This is an optimization exercise on Yosys and OpenROAD, whose aim is small area, a short achievable clock period and few clock cycles per item, not a production implementation.
Only the layout flow was run in this run; the RTL was not checked for function there.

===== constraint.sdc =====
create_clock -name core_clock -period 8.0 [get_ports {i_clk}]
set_input_delay 1.6000 -clock core_clock [delete_from_list [all_inputs] [get_ports {i_clk}]]
set_output_delay 1.6000 -clock core_clock [all_outputs]
set_load 0.01 [all_outputs]

===== config.mk =====
export PLATFORM = sky130hd
export DESIGN_NAME = rgb_to_hsl_convert
export DESIGN_NICKNAME = rgb_to_hsl_convert
export VERILOG_FILES = /design/flow/design.v
export SDC_FILE = /design/flow/constraint.sdc
export NUM_CORES = 4
export LEC_CHECK = 0
export ABC_AREA = 1
export CAP_MARGIN = 20
export CORE_MARGIN = 2
export CORE_UTILIZATION = 40
export SETUP_SLACK_MARGIN = 4.2
export SLEW_MARGIN = 20

===== design.v =====
module rgb_to_hsl_convert (
    input  logic        i_clk,
    input  logic        i_rst_n,
    input  logic        i_valid,
    output logic        o_stall,
    input  logic [7:0]  i_red,
    input  logic [7:0]  i_green,
    input  logic [7:0]  i_blue,
    input  logic [7:0]  i_alpha,
    output logic        o_valid,
    input  logic        i_stall,
    output logic [12:0] o_hue,
    output logic [7:0]  o_saturation,
    output logic [7:0]  o_luminance,
    output logic [7:0]  o_alpha_out
);
    logic        en;
    logic [6:0]  vld;
    logic [12:0] n_hue;
    logic [7:0]  n_sat, n_lum, n_alpha;
    logic [7:0]  red, green, blue, alpha;
    assign red   = i_red;
    assign green = i_green;
    assign blue  = i_blue;
    assign alpha = i_alpha;
    assign en      = !(o_valid && i_stall);
    assign o_stall = !en;
    logic [7:0] dgrg__1;
    assign dgrg__1 = red & ~green;
    logic [7:0] dprg__2;
    assign dprg__2 = ~(red ^ green);
    logic [0:0] dc0rg__3;
    assign dc0rg__3 = dgrg__1[0];
    logic [0:0] dc1rg__4;
    assign dc1rg__4 = dgrg__1[0] | dprg__2[0];
    logic [0:0] dc0rg__5;
    assign dc0rg__5 = (dgrg__1[1] | (dprg__2[1] & dgrg__1[0]));
    logic [0:0] dc1rg__6;
    assign dc1rg__6 = (dgrg__1[1] | (dprg__2[1] & dgrg__1[0])) | (dprg__2[1] & dprg__2[0]);
    logic [0:0] dc0rg__7;
    assign dc0rg__7 = (dgrg__1[2] | (dprg__2[2] & (dgrg__1[1] | (dprg__2[1] & dgrg__1[0]))));
    logic [0:0] dc1rg__8;
    assign dc1rg__8 = (dgrg__1[2] | (dprg__2[2] & (dgrg__1[1] | (dprg__2[1] & dgrg__1[0])))) | (dprg__2[2] & (dprg__2[1] & dprg__2[0]));
    logic [0:0] dc0rg__9;
    assign dc0rg__9 = ((dgrg__1[3] | (dprg__2[3] & dgrg__1[2])) | ((dprg__2[3] & dprg__2[2]) & (dgrg__1[1] | (dprg__2[1] & dgrg__1[0]))));
    logic [0:0] dc1rg__10;
    assign dc1rg__10 = ((dgrg__1[3] | (dprg__2[3] & dgrg__1[2])) | ((dprg__2[3] & dprg__2[2]) & (dgrg__1[1] | (dprg__2[1] & dgrg__1[0])))) | ((dprg__2[3] & dprg__2[2]) & (dprg__2[1] & dprg__2[0]));
    logic [0:0] dc0rg__11;
    assign dc0rg__11 = (dgrg__1[4] | (dprg__2[4] & ((dgrg__1[3] | (dprg__2[3] & dgrg__1[2])) | ((dprg__2[3] & dprg__2[2]) & (dgrg__1[1] | (dprg__2[1] & dgrg__1[0]))))));
    logic [0:0] dc1rg__12;
    assign dc1rg__12 = (dgrg__1[4] | (dprg__2[4] & ((dgrg__1[3] | (dprg__2[3] & dgrg__1[2])) | ((dprg__2[3] & dprg__2[2]) & (dgrg__1[1] | (dprg__2[1] & dgrg__1[0])))))) | (dprg__2[4] & ((dprg__2[3] & dprg__2[2]) & (dprg__2[1] & dprg__2[0])));
    logic [0:0] dc0rg__13;
    assign dc0rg__13 = ((dgrg__1[5] | (dprg__2[5] & dgrg__1[4])) | ((dprg__2[5] & dprg__2[4]) & ((dgrg__1[3] | (dprg__2[3] & dgrg__1[2])) | ((dprg__2[3] & dprg__2[2]) & (dgrg__1[1] | (dprg__2[1] & dgrg__1[0]))))));
    logic [0:0] dc1rg__14;
    assign dc1rg__14 = ((dgrg__1[5] | (dprg__2[5] & dgrg__1[4])) | ((dprg__2[5] & dprg__2[4]) & ((dgrg__1[3] | (dprg__2[3] & dgrg__1[2])) | ((dprg__2[3] & dprg__2[2]) & (dgrg__1[1] | (dprg__2[1] & dgrg__1[0])))))) | ((dprg__2[5] & dprg__2[4]) & ((dprg__2[3] & dprg__2[2]) & (dprg__2[1] & dprg__2[0])));
    logic [0:0] dc0rg__15;
    assign dc0rg__15 = ((dgrg__1[6] | (dprg__2[6] & (dgrg__1[5] | (dprg__2[5] & dgrg__1[4])))) | ((dprg__2[6] & (dprg__2[5] & dprg__2[4])) & ((dgrg__1[3] | (dprg__2[3] & dgrg__1[2])) | ((dprg__2[3] & dprg__2[2]) & (dgrg__1[1] | (dprg__2[1] & dgrg__1[0]))))));
    logic [0:0] dc1rg__16;
    assign dc1rg__16 = ((dgrg__1[6] | (dprg__2[6] & (dgrg__1[5] | (dprg__2[5] & dgrg__1[4])))) | ((dprg__2[6] & (dprg__2[5] & dprg__2[4])) & ((dgrg__1[3] | (dprg__2[3] & dgrg__1[2])) | ((dprg__2[3] & dprg__2[2]) & (dgrg__1[1] | (dprg__2[1] & dgrg__1[0])))))) | ((dprg__2[6] & (dprg__2[5] & dprg__2[4])) & ((dprg__2[3] & dprg__2[2]) & (dprg__2[1] & dprg__2[0])));
    logic [0:0] dc0rg__17;
    assign dc0rg__17 = (((dgrg__1[7] | (dprg__2[7] & dgrg__1[6])) | ((dprg__2[7] & dprg__2[6]) & (dgrg__1[5] | (dprg__2[5] & dgrg__1[4])))) | (((dprg__2[7] & dprg__2[6]) & (dprg__2[5] & dprg__2[4])) & ((dgrg__1[3] | (dprg__2[3] & dgrg__1[2])) | ((dprg__2[3] & dprg__2[2]) & (dgrg__1[1] | (dprg__2[1] & dgrg__1[0]))))));
    logic [0:0] dc1rg__18;
    assign dc1rg__18 = (((dgrg__1[7] | (dprg__2[7] & dgrg__1[6])) | ((dprg__2[7] & dprg__2[6]) & (dgrg__1[5] | (dprg__2[5] & dgrg__1[4])))) | (((dprg__2[7] & dprg__2[6]) & (dprg__2[5] & dprg__2[4])) & ((dgrg__1[3] | (dprg__2[3] & dgrg__1[2])) | ((dprg__2[3] & dprg__2[2]) & (dgrg__1[1] | (dprg__2[1] & dgrg__1[0])))))) | (((dprg__2[7] & dprg__2[6]) & (dprg__2[5] & dprg__2[4])) & ((dprg__2[3] & dprg__2[2]) & (dprg__2[1] & dprg__2[0])));
    logic [8:0] xrg__19;
    assign xrg__19 = {!dc1rg__18, dprg__2 ^ {dc1rg__16, dc1rg__14, dc1rg__12, dc1rg__10, dc1rg__8, dc1rg__6, dc1rg__4, 1'b1}};
    logic [8:0] xgr__20;
    assign xgr__20 = {dc0rg__17, ~(dprg__2 ^ {dc0rg__15, dc0rg__13, dc0rg__11, dc0rg__9, dc0rg__7, dc0rg__5, dc0rg__3, 1'b0})};
    logic [7:0] dgrb__21;
    assign dgrb__21 = red & ~blue;
    logic [7:0] dprb__22;
    assign dprb__22 = ~(red ^ blue);
    logic [0:0] dc0rb__23;
    assign dc0rb__23 = dgrb__21[0];
    logic [0:0] dc1rb__24;
    assign dc1rb__24 = dgrb__21[0] | dprb__22[0];
    logic [0:0] dc0rb__25;
    assign dc0rb__25 = (dgrb__21[1] | (dprb__22[1] & dgrb__21[0]));
    logic [0:0] dc1rb__26;
    assign dc1rb__26 = (dgrb__21[1] | (dprb__22[1] & dgrb__21[0])) | (dprb__22[1] & dprb__22[0]);
    logic [0:0] dc0rb__27;
    assign dc0rb__27 = (dgrb__21[2] | (dprb__22[2] & (dgrb__21[1] | (dprb__22[1] & dgrb__21[0]))));
    logic [0:0] dc1rb__28;
    assign dc1rb__28 = (dgrb__21[2] | (dprb__22[2] & (dgrb__21[1] | (dprb__22[1] & dgrb__21[0])))) | (dprb__22[2] & (dprb__22[1] & dprb__22[0]));
    logic [0:0] dc0rb__29;
    assign dc0rb__29 = ((dgrb__21[3] | (dprb__22[3] & dgrb__21[2])) | ((dprb__22[3] & dprb__22[2]) & (dgrb__21[1] | (dprb__22[1] & dgrb__21[0]))));
    logic [0:0] dc1rb__30;
    assign dc1rb__30 = ((dgrb__21[3] | (dprb__22[3] & dgrb__21[2])) | ((dprb__22[3] & dprb__22[2]) & (dgrb__21[1] | (dprb__22[1] & dgrb__21[0])))) | ((dprb__22[3] & dprb__22[2]) & (dprb__22[1] & dprb__22[0]));
    logic [0:0] dc0rb__31;
    assign dc0rb__31 = (dgrb__21[4] | (dprb__22[4] & ((dgrb__21[3] | (dprb__22[3] & dgrb__21[2])) | ((dprb__22[3] & dprb__22[2]) & (dgrb__21[1] | (dprb__22[1] & dgrb__21[0]))))));
    logic [0:0] dc1rb__32;
    assign dc1rb__32 = (dgrb__21[4] | (dprb__22[4] & ((dgrb__21[3] | (dprb__22[3] & dgrb__21[2])) | ((dprb__22[3] & dprb__22[2]) & (dgrb__21[1] | (dprb__22[1] & dgrb__21[0])))))) | (dprb__22[4] & ((dprb__22[3] & dprb__22[2]) & (dprb__22[1] & dprb__22[0])));
    logic [0:0] dc0rb__33;
    assign dc0rb__33 = ((dgrb__21[5] | (dprb__22[5] & dgrb__21[4])) | ((dprb__22[5] & dprb__22[4]) & ((dgrb__21[3] | (dprb__22[3] & dgrb__21[2])) | ((dprb__22[3] & dprb__22[2]) & (dgrb__21[1] | (dprb__22[1] & dgrb__21[0]))))));
    logic [0:0] dc1rb__34;
    assign dc1rb__34 = ((dgrb__21[5] | (dprb__22[5] & dgrb__21[4])) | ((dprb__22[5] & dprb__22[4]) & ((dgrb__21[3] | (dprb__22[3] & dgrb__21[2])) | ((dprb__22[3] & dprb__22[2]) & (dgrb__21[1] | (dprb__22[1] & dgrb__21[0])))))) | ((dprb__22[5] & dprb__22[4]) & ((dprb__22[3] & dprb__22[2]) & (dprb__22[1] & dprb__22[0])));
    logic [0:0] dc0rb__35;
    assign dc0rb__35 = ((dgrb__21[6] | (dprb__22[6] & (dgrb__21[5] | (dprb__22[5] & dgrb__21[4])))) | ((dprb__22[6] & (dprb__22[5] & dprb__22[4])) & ((dgrb__21[3] | (dprb__22[3] & dgrb__21[2])) | ((dprb__22[3] & dprb__22[2]) & (dgrb__21[1] | (dprb__22[1] & dgrb__21[0]))))));
    logic [0:0] dc1rb__36;
    assign dc1rb__36 = ((dgrb__21[6] | (dprb__22[6] & (dgrb__21[5] | (dprb__22[5] & dgrb__21[4])))) | ((dprb__22[6] & (dprb__22[5] & dprb__22[4])) & ((dgrb__21[3] | (dprb__22[3] & dgrb__21[2])) | ((dprb__22[3] & dprb__22[2]) & (dgrb__21[1] | (dprb__22[1] & dgrb__21[0])))))) | ((dprb__22[6] & (dprb__22[5] & dprb__22[4])) & ((dprb__22[3] & dprb__22[2]) & (dprb__22[1] & dprb__22[0])));
    logic [0:0] dc0rb__37;
    assign dc0rb__37 = (((dgrb__21[7] | (dprb__22[7] & dgrb__21[6])) | ((dprb__22[7] & dprb__22[6]) & (dgrb__21[5] | (dprb__22[5] & dgrb__21[4])))) | (((dprb__22[7] & dprb__22[6]) & (dprb__22[5] & dprb__22[4])) & ((dgrb__21[3] | (dprb__22[3] & dgrb__21[2])) | ((dprb__22[3] & dprb__22[2]) & (dgrb__21[1] | (dprb__22[1] & dgrb__21[0]))))));
    logic [0:0] dc1rb__38;
    assign dc1rb__38 = (((dgrb__21[7] | (dprb__22[7] & dgrb__21[6])) | ((dprb__22[7] & dprb__22[6]) & (dgrb__21[5] | (dprb__22[5] & dgrb__21[4])))) | (((dprb__22[7] & dprb__22[6]) & (dprb__22[5] & dprb__22[4])) & ((dgrb__21[3] | (dprb__22[3] & dgrb__21[2])) | ((dprb__22[3] & dprb__22[2]) & (dgrb__21[1] | (dprb__22[1] & dgrb__21[0])))))) | (((dprb__22[7] & dprb__22[6]) & (dprb__22[5] & dprb__22[4])) & ((dprb__22[3] & dprb__22[2]) & (dprb__22[1] & dprb__22[0])));
    logic [8:0] xrb__39;
    assign xrb__39 = {!dc1rb__38, dprb__22 ^ {dc1rb__36, dc1rb__34, dc1rb__32, dc1rb__30, dc1rb__28, dc1rb__26, dc1rb__24, 1'b1}};
    logic [8:0] xbr__40;
    assign xbr__40 = {dc0rb__37, ~(dprb__22 ^ {dc0rb__35, dc0rb__33, dc0rb__31, dc0rb__29, dc0rb__27, dc0rb__25, dc0rb__23, 1'b0})};
    logic [7:0] dggb__41;
    assign dggb__41 = green & ~blue;
    logic [7:0] dpgb__42;
    assign dpgb__42 = ~(green ^ blue);
    logic [0:0] dc0gb__43;
    assign dc0gb__43 = dggb__41[0];
    logic [0:0] dc1gb__44;
    assign dc1gb__44 = dggb__41[0] | dpgb__42[0];
    logic [0:0] dc0gb__45;
    assign dc0gb__45 = (dggb__41[1] | (dpgb__42[1] & dggb__41[0]));
    logic [0:0] dc1gb__46;
    assign dc1gb__46 = (dggb__41[1] | (dpgb__42[1] & dggb__41[0])) | (dpgb__42[1] & dpgb__42[0]);
    logic [0:0] dc0gb__47;
    assign dc0gb__47 = (dggb__41[2] | (dpgb__42[2] & (dggb__41[1] | (dpgb__42[1] & dggb__41[0]))));
    logic [0:0] dc1gb__48;
    assign dc1gb__48 = (dggb__41[2] | (dpgb__42[2] & (dggb__41[1] | (dpgb__42[1] & dggb__41[0])))) | (dpgb__42[2] & (dpgb__42[1] & dpgb__42[0]));
    logic [0:0] dc0gb__49;
    assign dc0gb__49 = ((dggb__41[3] | (dpgb__42[3] & dggb__41[2])) | ((dpgb__42[3] & dpgb__42[2]) & (dggb__41[1] | (dpgb__42[1] & dggb__41[0]))));
    logic [0:0] dc1gb__50;
    assign dc1gb__50 = ((dggb__41[3] | (dpgb__42[3] & dggb__41[2])) | ((dpgb__42[3] & dpgb__42[2]) & (dggb__41[1] | (dpgb__42[1] & dggb__41[0])))) | ((dpgb__42[3] & dpgb__42[2]) & (dpgb__42[1] & dpgb__42[0]));
    logic [0:0] dc0gb__51;
    assign dc0gb__51 = (dggb__41[4] | (dpgb__42[4] & ((dggb__41[3] | (dpgb__42[3] & dggb__41[2])) | ((dpgb__42[3] & dpgb__42[2]) & (dggb__41[1] | (dpgb__42[1] & dggb__41[0]))))));
    logic [0:0] dc1gb__52;
    assign dc1gb__52 = (dggb__41[4] | (dpgb__42[4] & ((dggb__41[3] | (dpgb__42[3] & dggb__41[2])) | ((dpgb__42[3] & dpgb__42[2]) & (dggb__41[1] | (dpgb__42[1] & dggb__41[0])))))) | (dpgb__42[4] & ((dpgb__42[3] & dpgb__42[2]) & (dpgb__42[1] & dpgb__42[0])));
    logic [0:0] dc0gb__53;
    assign dc0gb__53 = ((dggb__41[5] | (dpgb__42[5] & dggb__41[4])) | ((dpgb__42[5] & dpgb__42[4]) & ((dggb__41[3] | (dpgb__42[3] & dggb__41[2])) | ((dpgb__42[3] & dpgb__42[2]) & (dggb__41[1] | (dpgb__42[1] & dggb__41[0]))))));
    logic [0:0] dc1gb__54;
    assign dc1gb__54 = ((dggb__41[5] | (dpgb__42[5] & dggb__41[4])) | ((dpgb__42[5] & dpgb__42[4]) & ((dggb__41[3] | (dpgb__42[3] & dggb__41[2])) | ((dpgb__42[3] & dpgb__42[2]) & (dggb__41[1] | (dpgb__42[1] & dggb__41[0])))))) | ((dpgb__42[5] & dpgb__42[4]) & ((dpgb__42[3] & dpgb__42[2]) & (dpgb__42[1] & dpgb__42[0])));
    logic [0:0] dc0gb__55;
    assign dc0gb__55 = ((dggb__41[6] | (dpgb__42[6] & (dggb__41[5] | (dpgb__42[5] & dggb__41[4])))) | ((dpgb__42[6] & (dpgb__42[5] & dpgb__42[4])) & ((dggb__41[3] | (dpgb__42[3] & dggb__41[2])) | ((dpgb__42[3] & dpgb__42[2]) & (dggb__41[1] | (dpgb__42[1] & dggb__41[0]))))));
    logic [0:0] dc1gb__56;
    assign dc1gb__56 = ((dggb__41[6] | (dpgb__42[6] & (dggb__41[5] | (dpgb__42[5] & dggb__41[4])))) | ((dpgb__42[6] & (dpgb__42[5] & dpgb__42[4])) & ((dggb__41[3] | (dpgb__42[3] & dggb__41[2])) | ((dpgb__42[3] & dpgb__42[2]) & (dggb__41[1] | (dpgb__42[1] & dggb__41[0])))))) | ((dpgb__42[6] & (dpgb__42[5] & dpgb__42[4])) & ((dpgb__42[3] & dpgb__42[2]) & (dpgb__42[1] & dpgb__42[0])));
    logic [0:0] dc0gb__57;
    assign dc0gb__57 = (((dggb__41[7] | (dpgb__42[7] & dggb__41[6])) | ((dpgb__42[7] & dpgb__42[6]) & (dggb__41[5] | (dpgb__42[5] & dggb__41[4])))) | (((dpgb__42[7] & dpgb__42[6]) & (dpgb__42[5] & dpgb__42[4])) & ((dggb__41[3] | (dpgb__42[3] & dggb__41[2])) | ((dpgb__42[3] & dpgb__42[2]) & (dggb__41[1] | (dpgb__42[1] & dggb__41[0]))))));
    logic [0:0] dc1gb__58;
    assign dc1gb__58 = (((dggb__41[7] | (dpgb__42[7] & dggb__41[6])) | ((dpgb__42[7] & dpgb__42[6]) & (dggb__41[5] | (dpgb__42[5] & dggb__41[4])))) | (((dpgb__42[7] & dpgb__42[6]) & (dpgb__42[5] & dpgb__42[4])) & ((dggb__41[3] | (dpgb__42[3] & dggb__41[2])) | ((dpgb__42[3] & dpgb__42[2]) & (dggb__41[1] | (dpgb__42[1] & dggb__41[0])))))) | (((dpgb__42[7] & dpgb__42[6]) & (dpgb__42[5] & dpgb__42[4])) & ((dpgb__42[3] & dpgb__42[2]) & (dpgb__42[1] & dpgb__42[0])));
    logic [8:0] xgb__59;
    assign xgb__59 = {!dc1gb__58, dpgb__42 ^ {dc1gb__56, dc1gb__54, dc1gb__52, dc1gb__50, dc1gb__48, dc1gb__46, dc1gb__44, 1'b1}};
    logic [8:0] xbg__60;
    assign xbg__60 = {dc0gb__57, ~(dpgb__42 ^ {dc0gb__55, dc0gb__53, dc0gb__51, dc0gb__49, dc0gb__47, dc0gb__45, dc0gb__43, 1'b0})};
    logic [0:0] ge_rg__61;
    assign ge_rg__61 = !xrg__19[8];
    logic [0:0] ge_rb__62;
    assign ge_rb__62 = !xrb__39[8];
    logic [0:0] ge_gb__63;
    assign ge_gb__63 = !xgb__59[8];
    logic [0:0] selr__64;
    assign selr__64 = ge_rg__61 & ge_rb__62;
    logic [0:0] selg__65;
    assign selg__65 = !selr__64 & ge_gb__63;
    logic [7:0] arg__66;
    assign arg__66 = 8'(ge_rg__61 ? xrg__19 : xgr__20);
    logic [7:0] agb__67;
    assign agb__67 = 8'(ge_gb__63 ? xgb__59 : xbg__60);
    logic [7:0] arb__68;
    assign arb__68 = 8'(ge_rb__62 ? xrb__39 : xbr__40);
    logic [7:0] d__69;
    assign d__69 = selr__64 ? (ge_gb__63 ? arb__68 : arg__66) : (selg__65 ? (ge_rb__62 ? agb__67 : arg__66) : (ge_rg__61 ? agb__67 : arb__68));
    logic [7:0] f__70;
    assign f__70 = selr__64 ? agb__67 : (selg__65 ? arb__68 : arg__66);
    logic [7:0] mn__71;
    assign mn__71 = ge_rg__61 ? (ge_gb__63 ? blue : green) : (ge_rb__62 ? blue : red);
    logic [0:0] neg__72;
    assign neg__72 = selr__64 ? !ge_gb__63 : (selg__65 ? ge_rb__62 : !ge_rg__61);
    logic [1:0] sec__73;
    assign sec__73 = selr__64 ? 2'd0 : (selg__65 ? 2'd1 : 2'd2);
    logic [7:0] mn__74;
    assign mn__74 = mn__71;
    logic [7:0] alpha__r1;
    logic [7:0] d__r1;
    logic [7:0] f__r1;
    logic [0:0] neg__r1;
    logic [1:0] sec__r1;
    logic [7:0] mn__r1;
    logic [8:0] sum__75;
    assign sum__75 = {1'b0, d__r1} + {mn__r1, 1'b0};
    logic [7:0] den__76;
    assign den__76 = sum__75[8] ? 8'(8'd254 - sum__75[7:0]) : sum__75[7:0];
    logic [0:0] shi__77;
    assign shi__77 = sum__75[8];
    logic [11:0] mh__78;
    assign mh__78 = ({4'b0, f__r1} << 4) - {4'b0, f__r1} + {11'b0, d__r1[7]};
    logic [7:0] hr__79;
    assign hr__79 = mh__78[11:4];
    logic [3:0] hm__80;
    assign hm__80 = mh__78[3:0];
    logic [8:0] ht__81;
    assign ht__81 = {hr__79, hm__80[3]};
    logic [9:0] hs__82;
    assign hs__82 = {1'b0, ht__81} - {2'b0, d__r1};
    logic [7:0] hr__83;
    assign hr__83 = hs__82[9] ? ht__81[7:0] : hs__82[7:0];
    logic [0:0] hq__84;
    assign hq__84 = !hs__82[9];
    logic [2:0] hm__85;
    assign hm__85 = hm__80[2:0];
    logic [7:0] alpha__r2;
    logic [7:0] d__r2;
    logic [0:0] neg__r2;
    logic [1:0] sec__r2;
    logic [7:0] den__r2;
    logic [0:0] shi__r2;
    logic [7:0] hr__r2;
    logic [0:0] hq__r2;
    logic [2:0] hm__r2;
    logic [8:0] ht__86;
    assign ht__86 = {hr__r2, hm__r2[2]};
    logic [9:0] hs__87;
    assign hs__87 = {1'b0, ht__86} - {2'b0, d__r2};
    logic [7:0] hr__88;
    assign hr__88 = hs__87[9] ? ht__86[7:0] : hs__87[7:0];
    logic [1:0] hq__89;
    assign hq__89 = {hq__r2, !hs__87[9]};
    logic [1:0] hm__90;
    assign hm__90 = hm__r2[1:0];
    logic [8:0] ht__91;
    assign ht__91 = {hr__88, hm__90[1]};
    logic [9:0] hs__92;
    assign hs__92 = {1'b0, ht__91} - {2'b0, d__r2};
    logic [7:0] hr__93;
    assign hr__93 = hs__92[9] ? ht__91[7:0] : hs__92[7:0];
    logic [2:0] hq__94;
    assign hq__94 = {hq__89, !hs__92[9]};
    logic [0:0] hm__95;
    assign hm__95 = hm__90[0:0];
    logic [8:0] nsl__96;
    assign nsl__96 = {2'b0, den__r2[7:1]} - {1'b0, d__r2};
    logic [7:0] dm1__97;
    assign dm1__97 = d__r2 - 8'd1;
    logic [7:0] sr__98;
    assign sr__98 = nsl__96[8] ? dm1__97 : d__r2;
    logic [7:0] sl__99;
    assign sl__99 = nsl__96[7:0];
    logic [8:0] st__100;
    assign st__100 = {sr__98, sl__99[7]};
    logic [9:0] ss__101;
    assign ss__101 = {1'b0, st__100} - {2'b0, den__r2};
    logic [7:0] sr__102;
    assign sr__102 = ss__101[9] ? st__100[7:0] : ss__101[7:0];
    logic [0:0] sq__103;
    assign sq__103 = !ss__101[9];
    logic [6:0] sl__104;
    assign sl__104 = sl__99[6:0];
    logic [7:0] alpha__r3;
    logic [7:0] d__r3;
    logic [0:0] neg__r3;
    logic [1:0] sec__r3;
    logic [7:0] den__r3;
    logic [0:0] shi__r3;
    logic [7:0] hr__r3;
    logic [2:0] hq__r3;
    logic [0:0] hm__r3;
    logic [7:0] sr__r3;
    logic [0:0] sq__r3;
    logic [6:0] sl__r3;
    logic [8:0] ht__105;
    assign ht__105 = {hr__r3, hm__r3[0]};
    logic [9:0] hs__106;
    assign hs__106 = {1'b0, ht__105} - {2'b0, d__r3};
    logic [7:0] hr__107;
    assign hr__107 = hs__106[9] ? ht__105[7:0] : hs__106[7:0];
    logic [3:0] hq__108;
    assign hq__108 = {hq__r3, !hs__106[9]};
    logic [8:0] st__109;
    assign st__109 = {sr__r3, sl__r3[6]};
    logic [9:0] ss__110;
    assign ss__110 = {1'b0, st__109} - {2'b0, den__r3};
    logic [7:0] sr__111;
    assign sr__111 = ss__110[9] ? st__109[7:0] : ss__110[7:0];
    logic [1:0] sq__112;
    assign sq__112 = {sq__r3, !ss__110[9]};
    logic [5:0] sl__113;
    assign sl__113 = sl__r3[5:0];
    logic [8:0] ht__114;
    assign ht__114 = {hr__107, d__r3[6]};
    logic [9:0] hs__115;
    assign hs__115 = {1'b0, ht__114} - {2'b0, d__r3};
    logic [7:0] hr__116;
    assign hr__116 = hs__115[9] ? ht__114[7:0] : hs__115[7:0];
    logic [4:0] hq__117;
    assign hq__117 = {hq__108, !hs__115[9]};
    logic [8:0] st__118;
    assign st__118 = {sr__111, sl__113[5]};
    logic [9:0] ss__119;
    assign ss__119 = {1'b0, st__118} - {2'b0, den__r3};
    logic [7:0] sr__120;
    assign sr__120 = ss__119[9] ? st__118[7:0] : ss__119[7:0];
    logic [2:0] sq__121;
    assign sq__121 = {sq__112, !ss__119[9]};
    logic [4:0] sl__122;
    assign sl__122 = sl__113[4:0];
    logic [7:0] alpha__r4;
    logic [7:0] d__r4;
    logic [0:0] neg__r4;
    logic [1:0] sec__r4;
    logic [7:0] den__r4;
    logic [0:0] shi__r4;
    logic [7:0] hr__r4;
    logic [4:0] hq__r4;
    logic [7:0] sr__r4;
    logic [2:0] sq__r4;
    logic [4:0] sl__r4;
    logic [8:0] ht__123;
    assign ht__123 = {hr__r4, d__r4[5]};
    logic [9:0] hs__124;
    assign hs__124 = {1'b0, ht__123} - {2'b0, d__r4};
    logic [7:0] hr__125;
    assign hr__125 = hs__124[9] ? ht__123[7:0] : hs__124[7:0];
    logic [5:0] hq__126;
    assign hq__126 = {hq__r4, !hs__124[9]};
    logic [8:0] st__127;
    assign st__127 = {sr__r4, sl__r4[4]};
    logic [9:0] ss__128;
    assign ss__128 = {1'b0, st__127} - {2'b0, den__r4};
    logic [7:0] sr__129;
    assign sr__129 = ss__128[9] ? st__127[7:0] : ss__128[7:0];
    logic [3:0] sq__130;
    assign sq__130 = {sq__r4, !ss__128[9]};
    logic [3:0] sl__131;
    assign sl__131 = sl__r4[3:0];
    logic [8:0] ht__132;
    assign ht__132 = {hr__125, d__r4[4]};
    logic [9:0] hs__133;
    assign hs__133 = {1'b0, ht__132} - {2'b0, d__r4};
    logic [7:0] hr__134;
    assign hr__134 = hs__133[9] ? ht__132[7:0] : hs__133[7:0];
    logic [6:0] hq__135;
    assign hq__135 = {hq__126, !hs__133[9]};
    logic [8:0] st__136;
    assign st__136 = {sr__129, sl__131[3]};
    logic [9:0] ss__137;
    assign ss__137 = {1'b0, st__136} - {2'b0, den__r4};
    logic [7:0] sr__138;
    assign sr__138 = ss__137[9] ? st__136[7:0] : ss__137[7:0];
    logic [4:0] sq__139;
    assign sq__139 = {sq__130, !ss__137[9]};
    logic [2:0] sl__140;
    assign sl__140 = sl__131[2:0];
    logic [7:0] alpha__r5;
    logic [7:0] d__r5;
    logic [0:0] neg__r5;
    logic [1:0] sec__r5;
    logic [7:0] den__r5;
    logic [0:0] shi__r5;
    logic [7:0] hr__r5;
    logic [6:0] hq__r5;
    logic [7:0] sr__r5;
    logic [4:0] sq__r5;
    logic [2:0] sl__r5;
    logic [8:0] ht__141;
    assign ht__141 = {hr__r5, d__r5[3]};
    logic [9:0] hs__142;
    assign hs__142 = {1'b0, ht__141} - {2'b0, d__r5};
    logic [7:0] hr__143;
    assign hr__143 = hs__142[9] ? ht__141[7:0] : hs__142[7:0];
    logic [7:0] hq__144;
    assign hq__144 = {hq__r5, !hs__142[9]};
    logic [8:0] st__145;
    assign st__145 = {sr__r5, sl__r5[2]};
    logic [9:0] ss__146;
    assign ss__146 = {1'b0, st__145} - {2'b0, den__r5};
    logic [7:0] sr__147;
    assign sr__147 = ss__146[9] ? st__145[7:0] : ss__146[7:0];
    logic [5:0] sq__148;
    assign sq__148 = {sq__r5, !ss__146[9]};
    logic [1:0] sl__149;
    assign sl__149 = sl__r5[1:0];
    logic [8:0] ht__150;
    assign ht__150 = {hr__143, d__r5[2]};
    logic [9:0] hs__151;
    assign hs__151 = {1'b0, ht__150} - {2'b0, d__r5};
    logic [7:0] hr__152;
    assign hr__152 = hs__151[9] ? ht__150[7:0] : hs__151[7:0];
    logic [8:0] hq__153;
    assign hq__153 = {hq__144, !hs__151[9]};
    logic [8:0] st__154;
    assign st__154 = {sr__147, sl__149[1]};
    logic [9:0] ss__155;
    assign ss__155 = {1'b0, st__154} - {2'b0, den__r5};
    logic [7:0] sr__156;
    assign sr__156 = ss__155[9] ? st__154[7:0] : ss__155[7:0];
    logic [6:0] sq__157;
    assign sq__157 = {sq__148, !ss__155[9]};
    logic [0:0] sl__158;
    assign sl__158 = sl__149[0:0];
    logic [7:0] alpha__r6;
    logic [7:0] d__r6;
    logic [0:0] neg__r6;
    logic [1:0] sec__r6;
    logic [7:0] den__r6;
    logic [0:0] shi__r6;
    logic [7:0] hr__r6;
    logic [8:0] hq__r6;
    logic [7:0] sr__r6;
    logic [6:0] sq__r6;
    logic [0:0] sl__r6;
    logic [8:0] ht__159;
    assign ht__159 = {hr__r6, d__r6[1]};
    logic [9:0] hs__160;
    assign hs__160 = {1'b0, ht__159} - {2'b0, d__r6};
    logic [7:0] hr__161;
    assign hr__161 = hs__160[9] ? ht__159[7:0] : hs__160[7:0];
    logic [9:0] hq__162;
    assign hq__162 = {hq__r6, !hs__160[9]};
    logic [8:0] st__163;
    assign st__163 = {sr__r6, sl__r6[0]};
    logic [9:0] ss__164;
    assign ss__164 = {1'b0, st__163} - {2'b0, den__r6};
    logic [7:0] sr__165;
    assign sr__165 = ss__164[9] ? st__163[7:0] : ss__164[7:0];
    logic [7:0] sq__166;
    assign sq__166 = {sq__r6, !ss__164[9]};
    logic [0:0] tie__167;
    assign tie__167 = (hr__161 == 8'd0) & !d__r6[0];
    logic [0:0] grey__168;
    assign grey__168 = d__r6 == 8'd0;
    logic [12:0] base__169;
    assign base__169 = (sec__r6 == 2'd0) ? (neg__r6 ? 13'd5760 : 13'd0) : ((sec__r6 == 2'd1) ? 13'd1920 : 13'd3840);
    logic [12:0] hue__170;
    assign hue__170 = (base__169 | {12'b0, neg__r6 & tie__167}) + ({3'b0, hq__162} ^ {13{neg__r6}}) + {12'b0, neg__r6};
    assign n_hue = grey__168 ? 13'd0 : hue__170;
    assign n_sat = grey__168 ? 8'd0 : sq__166;
    assign n_lum = shi__r6 ? ~(8'(den__r6[7:1]) + 8'(den__r6[0])) : 8'(den__r6[7:1]);
    assign n_alpha = alpha__r6;
    always_ff @(posedge i_clk) begin
        if (!i_rst_n) begin
            vld <= '0;
        end else if (en) begin
            vld <= {vld[5:0], i_valid};
        end
    end
    always_ff @(posedge i_clk) begin
        if (en) begin
            alpha__r1 <= alpha;
            d__r1 <= d__69;
            f__r1 <= f__70;
            neg__r1 <= neg__72;
            sec__r1 <= sec__73;
            mn__r1 <= mn__74;
            alpha__r2 <= alpha__r1;
            d__r2 <= d__r1;
            neg__r2 <= neg__r1;
            sec__r2 <= sec__r1;
            den__r2 <= den__76;
            shi__r2 <= shi__77;
            hr__r2 <= hr__83;
            hq__r2 <= hq__84;
            hm__r2 <= hm__85;
            alpha__r3 <= alpha__r2;
            d__r3 <= d__r2;
            neg__r3 <= neg__r2;
            sec__r3 <= sec__r2;
            den__r3 <= den__r2;
            shi__r3 <= shi__r2;
            hr__r3 <= hr__93;
            hq__r3 <= hq__94;
            hm__r3 <= hm__95;
            sr__r3 <= sr__102;
            sq__r3 <= sq__103;
            sl__r3 <= sl__104;
            alpha__r4 <= alpha__r3;
            d__r4 <= d__r3;
            neg__r4 <= neg__r3;
            sec__r4 <= sec__r3;
            den__r4 <= den__r3;
            shi__r4 <= shi__r3;
            hr__r4 <= hr__116;
            hq__r4 <= hq__117;
            sr__r4 <= sr__120;
            sq__r4 <= sq__121;
            sl__r4 <= sl__122;
            alpha__r5 <= alpha__r4;
            d__r5 <= d__r4;
            neg__r5 <= neg__r4;
            sec__r5 <= sec__r4;
            den__r5 <= den__r4;
            shi__r5 <= shi__r4;
            hr__r5 <= hr__134;
            hq__r5 <= hq__135;
            sr__r5 <= sr__138;
            sq__r5 <= sq__139;
            sl__r5 <= sl__140;
            alpha__r6 <= alpha__r5;
            d__r6 <= d__r5;
            neg__r6 <= neg__r5;
            sec__r6 <= sec__r5;
            den__r6 <= den__r5;
            shi__r6 <= shi__r5;
            hr__r6 <= hr__152;
            hq__r6 <= hq__153;
            sr__r6 <= sr__156;
            sq__r6 <= sq__157;
            sl__r6 <= sl__158;
            o_hue        <= n_hue;
            o_saturation <= n_sat;
            o_luminance  <= n_lum;
            o_alpha_out  <= n_alpha;
        end
    end
    assign o_valid = vld[6];
endmodule

===== run.sh =====
#!/bin/bash
# synth_recipe.tcl (not shown) runs the flow's synth.tcl, then flattens the netlist and writes it again
# the make line also repeats each setting of config.mk as NAME=value (left out here)
make -C /OpenROAD-flow-scripts/flow DESIGN_CONFIG=/design/flow/config.mk WORK_HOME=/design/flow/orfs CLKGATE_MAP_FILE= SYNTH_SCRIPT=/design/flow/synth_recipe.tcl finish

==> impl_metrics.env <==
export IMPL_status="timing/DRC/antenna clean"
export IMPL_num_antenna_cells=0
export IMPL_cts_tree="built"
export IMPL_min_period_ps=3760
export IMPL_synthMuxAreaShare_pct=0.409
export IMPL_r2r_end="sr__r3[7]"
export IMPL_synthSimpleGateAreaFrac_pct=13.8
export IMPL_worstPathMaxFanout=8
export IMPL_async_flop_share_pct=0
export IMPL_fmax_mhz=266
export IMPL_dr_pass1_iters=5
export IMPL_cts_hold_buf=0
export IMPL_ys_warn_count=1
export IMPL_cts_sinks=347
export IMPL_vias=15609
export IMPL_ant_nets=0
export IMPL_grt_max_degree=138
export IMPL_mostFrequentLayoutCells="342 x nand2_1, 340 x edfxtp_1, 279 x inv_1"
export IMPL_ys_ff_latch=347
export IMPL_dieHeight_um=235
export IMPL_worstSetupPathType="input pin to output pin"
export IMPL_grt_pass1_wl_um=72700
export IMPL_hold_end="alpha__r2[4]"
export IMPL_worst_setup_path_end_kind="output pin"
export IMPL_setup_violations=0
export IMPL_path_clk_slew_ps=60
export IMPL_portBuffers=74
export IMPL_critPathSlowestCell="clkdlybuf4s15_1"
export IMPL_yosysUniqueCellTypes=55
export IMPL_synth_compound_area_share_pct=10.1
export IMPL_max_stage_delay_ps=240
export IMPL_netlist_area_leader_share_pct=47.7
export IMPL_drt_met1_wl_um=18800
export IMPL_cts_buffers=39
export IMPL_drc_errors=0
export IMPL_hold_slack_ps=415
export IMPL_htree_levels=2
export IMPL_largest_reg_flops=13
export IMPL_viasPerCell=5.02
export IMPL_synth_edff_count=340
export IMPL_syn_to_final_growth_pct=22.2
export IMPL_critPathRequiredTime_ps=6400
export IMPL_synthAdderAreaFrac_pct=14.4
export IMPL_tightest_slew_ps=941
export IMPL_top_regs="o_hue: 13 flops, hq__r6: 9 flops"
export IMPL_layout_drive_gt1_share_pct=16.5
export IMPL_final_cell_area_um2=26200
export IMPL_synth_xor_area_share_pct=6.59
export IMPL_antenna_found_initial=0
export IMPL_die_w_um=235
export IMPL_multi_input_area_um2=10700
export IMPL_worstPathArrival_ps=2160
export IMPL_synth_fp_nets=2434
export IMPL_hold_class="flip-flop to flip-flop"
export IMPL_fin_cells=3111
export IMPL_maxSlewViolCount=0
export IMPL_drt_iter0_drc=878
export IMPL_seq_area_um2=10300
export IMPL_drv_cap=0
export IMPL_finalHoldViolCount=0
export IMPL_dpl_hpwl_um=30200
export IMPL_final_common_cell="nand2_1"
export IMPL_cp_depth=4
export IMPL_num_nets_final=2659
export IMPL_hp_start="alpha__r1[4]"
export IMPL_rsz0062_at_grt="yes"
export IMPL_worst_path_dominant_cell_family="buffers and inverters"
export IMPL_rows=84
export IMPL_synth_top_cell_by_area="edfxtp_1"
export IMPL_postSynthAreaPerCell_um2=9.88
export IMPL_skew_ps=14.4
export IMPL_first_global_vias=15477
export IMPL_placed_cell_area_um2=22900
export IMPL_ys_dominant_reg_cell="edfxtp_1"
export IMPL_insertion_delay_ps=530
export IMPL_relSlewSlack_pct=36.6
export IMPL_wl_per_cell_um=14.7
export IMPL_ioPinCount=75
export IMPL_dpl_cell_count=2902
export IMPL_overflow=0
export IMPL_synthCells=2168
export IMPL_fill_cells=4688
export IMPL_start_util_pct=40.6
export IMPL_cts_buffer_depth=3
export IMPL_place_gp_congestion=0.888
export IMPL_ys_seq_area_share_pct=48.3
export IMPL_start_kind="input pin"
export IMPL_path_cells="buf_8, nand2_8, inv_4, clkdlybuf4s15_1"
export IMPL_top_layer="met4"
export IMPL_utilization_pct=49.6
export IMPL_worst_r2r_cell_count=25
export IMPL_core_um2=52800
export IMPL_whs_path_depth=0
export IMPL_netlist_area_um2=21400
export IMPL_reg2reg_from="den__r2[0]"
export IMPL_wl_met3_um=1380
export IMPL_top_register="o_hue"
export IMPL_grt_use_total_pct=15.7
export IMPL_r2r_setup_slack_ps=4320
export IMPL_synth_area_leaders="edfxtp_1 48%, ha_1 12%, nand2_1 6.5%"
export IMPL_finalCritPeriodShare_pct=47.0
export IMPL_cp_num_buf_inv=3
export IMPL_die_area_um2=55400
export IMPL_wl_met2_um=24000
export IMPL_root_buffer="clkbuf_16"
export IMPL_fin_tns_setup_ps=0
export IMPL_synth_top_family_by_area="adder cells"
export IMPL_wirelength_um=45800
## metrics by stage
step / setup slack [ps]
6_report: 4240
4_1_cts: 4170
5_1_grt: 4110
3_3_place_gp: 2630
3_5_place_dp: 2580
2_1_floorplan: 2840
## per-layer routing
layer | up-vias | global-route usage [%]
met3 | 105 | 1.93
met2 | 298 | 29.4
met5 | - | 0
met4 | 0 | 6.35
li1 | 7887 | -
met1 | 7319 | 18.1
## cells in the mapped netlist, types with 18 or more instances
master and number:
edfxtp_1 340, ha_1 202, xor2_1 80, nand2_1 370, o21ai_0 126, nand4_1 21
nor2_1 136, a31oi_1 20, a21oi_1 181, nand3_1 82, xnor2_1 81, buf_2 18
inv_1 306, fa_1 28
## area by class of cell
class                           count  area share [%]
Multi-Input combinational cell   1489            40.7
Sequential cell                   347            39.6
Timing Repair Buffer              199            6.87
Inverter                          313            4.63
Clock buffer                       51            4.10
Tap cell                          688            3.29
Clock inverter                     20           0.722
Timing Repair inverter              4          0.0957
## how the worst max path moves through the flow
| stage | start | to | slack (ps) |
|---|---|---|---|
| floorplan | i_stall | o_stall | 2840 |
| global placement | i_stall | o_stall | 2630 |
| detailed placement | i_stall | o_stall | 2580 |
| CTS | i_stall | o_stall | 4170 |
| global route | sr__r5[0] | sr__r6[1] | 4110 |
| finish | i_stall | o_stall | 4240 |
## cells by family after synthesis
group,count (synthesis)
xor+xnor,161
fa+ha+maj,230
flops,347
mux,8
simple gates,684
buf+inv,344
compound gates,394
## timing repair
action,4_1_cts,5_1_grt
setup endpoints to repair,184,98
pin swaps,15,55
cloned,8,11
resized for setup,86,151
setup buffers,49,69
hold endpoints to repair,0,0

[what the ideal ports hide]
In the flow no input, the clock included, has a driving cell. The finished layout below was timed again as built, in two steps. Step 1 sets driving cells, clkbuf_16 on the clock port and buf_2 on the other inputs (assumed; they add their load-dependent delay and slew). Step 2, shift: input delay + t, output delay - t, t = (earliest + latest rising clock arrival at the registers) / 2. This alone moves slack from input paths to output paths. Slacks: ideal / step 1 / step 2; pairs: ideal / step 1.
t, ns: 0.584
setup slack, ns: 4.238 / 4.189 / 3.785
hold WS [ns]: 0.415 / 0.415 / 0.415
After both steps setup and hold are still met in this run. The setup slack of this run moves by -0.049 ns with the drivers and by -0.453 ns with both steps.
